What follows belongs to an exercise in optimizing a design on an open flow for small area, a short achievable clock period and few clock cycles per item; a production flow would make more cautious choices.
The RTL was checked by simulation tests, not by an equivalence proof against the original design.

==> inputs of wip/ember <==
// hb_interp2
module hb_interp2 #(
    parameter int unsigned DW   = 16,
    parameter int unsigned ACCW = 36
) (
    input  logic                 clk,
    input  logic                 reset,
    input  logic signed [DW-1:0] x_in,
    input  logic                 x_in_valid,
    output logic                 x_in_ready,
    output logic signed [DW-1:0] y_out,
    output logic                 y_out_valid
);
    logic ph, ph_a, ph_b, ph_c, sa, sb, nsa, nsb, v1, v2, v3, v4, v5, v6, yv;
    logic [7:0] xr, xrn;
    logic [7:0] ra[14], rb[14];
    logic [7:0] pa[14];
    logic [10:0] q0;
    logic [8:0] q1;
    logic [8:0] q2;
    logic [8:0] q3;
    logic [8:0] q4;
    logic [8:0] q5;
    logic [11:0] q6;
    logic [8:0] s0, s1, s2, s3, s4, s5, s6;
    logic [23:0] ta, tb, tc, za, zb, z;
    logic [17:0] zr;
    logic [15:0] o3, y, bsel, asat;
    logic acc;
    assign x_in_ready  = ph;
    assign y_out       = y;
    assign y_out_valid = yv;
    assign acc         = x_in_valid & ph;
    always_ff @(posedge clk or posedge reset) begin
        if (reset) begin
            ph <= 1'b0; ph_a <= 1'b0; ph_b <= 1'b0; ph_c <= 1'b0;
            sa <= 1'b0; sb <= 1'b0; nsa <= 1'b1; nsb <= 1'b1;
            v1 <= 1'b0; v2 <= 1'b0; v3 <= 1'b0;
            v4 <= 1'b0; v5 <= 1'b0; v6 <= 1'b0; yv <= 1'b0;
        end else begin
            ph <= ~ph; ph_a <= ~ph_a; ph_b <= ~ph_b; ph_c <= ~ph_c;
            sa <= acc;
            sb <= ~acc;
            nsa <= ~acc;
            nsb <= acc;
            v1 <= sa; v2 <= v1; v3 <= v2; v4 <= v3; v5 <= v4; v6 <= v5;
            yv <= v5 | v6;
        end
    end
    always_ff @(posedge clk) begin
        xr  <= x_in[7:0];
        xrn <= ~x_in[15:8];
        ra[0] <= ~(({8{sa}} & xr) | ({8{sb}} & rb[0]));
        rb[0] <= ~(({8{nsa}} | xrn) & ({8{nsb}} | ra[0]));
  ...
export LEC_CHECK = 0
export CAP_MARGIN = 20
export CORE_MARGIN = 2
export CORE_UTILIZATION = 65
export CTS_CLUSTER_DIAMETER = 100
export CTS_CLUSTER_SIZE = 30
export PLACE_DENSITY = 0.75
export SETUP_SLACK_MARGIN = 3.0
export SLEW_MARGIN = 20
create_clock -name core_clock -period 6.0 [get_ports {clk}]
standard.sh (not shown) runs the stock make flow with config.mk's settings and CLKGATE_MAP_FILE= SYNTH_SCRIPT=/design/flow/synth_recipe.tcl, a recipe that flattens the netlist after the stock synthesis.
==> flow/flow/run.sh <==
#!/bin/bash
# Standard ORFS flow, with one netlist clean-up between synthesis and floorplan:
# flow/fapol.py removes inverters around full-adder cells (logic unchanged).
set -euo pipefail
R=orfs/results/sky130hd/hb_interp2/base
bash standard.sh synth > synth.log 2>&1
cp $R/1_2_yosys.v $R/1_2_yosys.std.v
python3 flow/fapol.py $R/1_2_yosys.std.v $R/1_2_yosys.v > fapol.log 2>&1
touch $R/1_2_yosys.v
bash standard.sh finish > finish.log 2>&1
Other scripts of this flow, unchanged in this note and not shown: flow/flow/fapol.py
==> wip/garnet: changes against wip/ember <==
--- a/flow/config.mk
+++ b/flow/config.mk
@@ -7,9 +7,9 @@
 export LEC_CHECK = 0
 export CAP_MARGIN = 20
 export CORE_MARGIN = 2
-export CORE_UTILIZATION = 65
+export CORE_UTILIZATION = 75
 export CTS_CLUSTER_DIAMETER = 100
 export CTS_CLUSTER_SIZE = 30
-export PLACE_DENSITY = 0.75
-export SETUP_SLACK_MARGIN = 3.0
+export PLACE_DENSITY = 0.85
+export SETUP_SLACK_MARGIN = 2.8
 export SLEW_MARGIN = 20
==> wip/fjord: changes against wip/ember <==
--- a/flow/flow/run.sh
+++ b/flow/flow/run.sh
@@ -7,4 +7,4 @@
 cp $R/1_2_yosys.v $R/1_2_yosys.std.v
 python3 flow/fapol.py $R/1_2_yosys.std.v $R/1_2_yosys.v > fapol.log 2>&1
 touch $R/1_2_yosys.v
-bash standard.sh finish > finish.log 2>&1
+bash standard.sh "BUFFER_PORTS_ARGS=-buffer_cell sky130_fd_sc_hd__buf_2" finish > finish.log 2>&1
--- a/flow/config.mk
+++ b/flow/config.mk
@@ -7,9 +7,10 @@
 export LEC_CHECK = 0
 export CAP_MARGIN = 20
 export CORE_MARGIN = 2
-export CORE_UTILIZATION = 65
+export CORE_UTILIZATION = 75
 export CTS_CLUSTER_DIAMETER = 100
 export CTS_CLUSTER_SIZE = 30
-export PLACE_DENSITY = 0.75
-export SETUP_SLACK_MARGIN = 3.0
+export GPL_ROUTABILITY_DRIVEN = 0
+export PLACE_DENSITY = 0.9
+export SETUP_SLACK_MARGIN = 2.8
 export SLEW_MARGIN = 20
==> notes <==
wip/ember passed the timing, design-rule and antenna checks. wip/fjord finished clean. wip/garnet finished clean.
The highest clock-buffer cell count belongs to wip/fjord, the lowest to wip/ember.
In wip/garnet the hold slack is higher than in wip/fjord, by 0.0071 ns.
Global-route usage: wip/fjord > wip/garnet > wip/ember.
In die area, wip/fjord and wip/garnet do not differ.
Synthesized cell count is the same in wip/ember and wip/garnet.
Cell area, lowest first: wip/fjord, wip/garnet, wip/ember.
==> figures <==
Outcome: wip/fjord no timing/DRC/antenna violations; wip/garnet no timing/DRC/antenna violations; wip/ember no timing/DRC/antenna violations
Worst slack at placement: wip/fjord 2.60 ns; wip/garnet 2.65 ns; wip/ember 2.61 ns
Layout buffering overhead excluding clock cells: wip/fjord 0.0127; wip/garnet 0.0202; wip/ember 0.0338
Start of the worst register-to-register path: wip/fjord ph_a; wip/garnet ta[3]; wip/ember tb[6]
Total met3 wirelength after detailed routing: wip/fjord 4310 um; wip/garnet 3390 um; wip/ember 2080 um
Metal2 WL: wip/fjord 24300 um; wip/garnet 24700 um; wip/ember 24500 um
Post-route minimum period: wip/fjord 3.24 ns; wip/garnet 3.23 ns; wip/ember 3.21 ns
Non-clock buffer instance count of the final layout: wip/fjord 47; wip/garnet 44; wip/ember 81
Worst-case setup margin in the final layout: wip/fjord 2.76 ns; wip/garnet 2.77 ns; wip/ember 2.79 ns
Floorplan Core Area: wip/fjord 25300 um2; wip/garnet 25300 um2; wip/ember 29600 um2
Number of nets at the end of the flow: wip/fjord 1992; wip/garnet 1989; wip/ember 2026
Synthesis-to-layout area growth: wip/fjord 6.57%; wip/garnet 7.04%; wip/ember 11.1%
Full die area: wip/fjord 27300 um2; wip/garnet 27300 um2; wip/ember 31400 um2
Area of all placed cells without fillers: wip/fjord 20700 um2; wip/garnet 20800 um2; wip/ember 21600 um2
First-pass GRT wire length: wip/fjord 77400 um; wip/garnet 74800 um; wip/ember 73500 um
Placed Area: wip/fjord 19800 um2; wip/garnet 20000 um2; wip/ember 20100 um2
GR met1 Demand/Resource: wip/fjord 0.448; wip/garnet 0.466; wip/ember 0.411
Testbench counts of wip/ember, summed over its fixed seeds: cycles 4,144, samples 2,048.
Testbench counts of wip/garnet, summed over its fixed seeds: cycles 4,144, samples 2,048.
Testbench counts of wip/fjord, summed over its fixed seeds: cycles 4,144, samples 2,048.

## afterwards: timing with drivers on the ports
The results above use ideal ports. As a check the final layouts listed here were re-extracted and re-timed, cells and wires unchanged.
Step 1, drivers: a clkbuf_16 drives clk and a buf_2 each remaining input, both assumed.
Step 2, shift: input delay + t, output delay - t, t = (earliest + latest rising clock arrival at the registers) / 2. This alone moves slack from input paths to output paths.
a / b / c = ideal / step 1 / step 2; a / b = the first two.
run | shift t [ns] | setup slack, ns | latest minus earliest clock arrival (ns) | worst data-port slew with drivers (ns)
wip/ember | 0.603 | 2.794 / 2.794 / 2.794 | 0.042 / 0.043 | 0.04
wip/garnet | 0.583 | 2.765 / 2.765 / 2.765 | 0.022 / 0.022 | 0.04
wip/fjord | 0.594 | 2.755 / 2.755 / 2.755 | 0.023 / 0.022 | 0.03
After both steps every run listed still meets setup and hold.
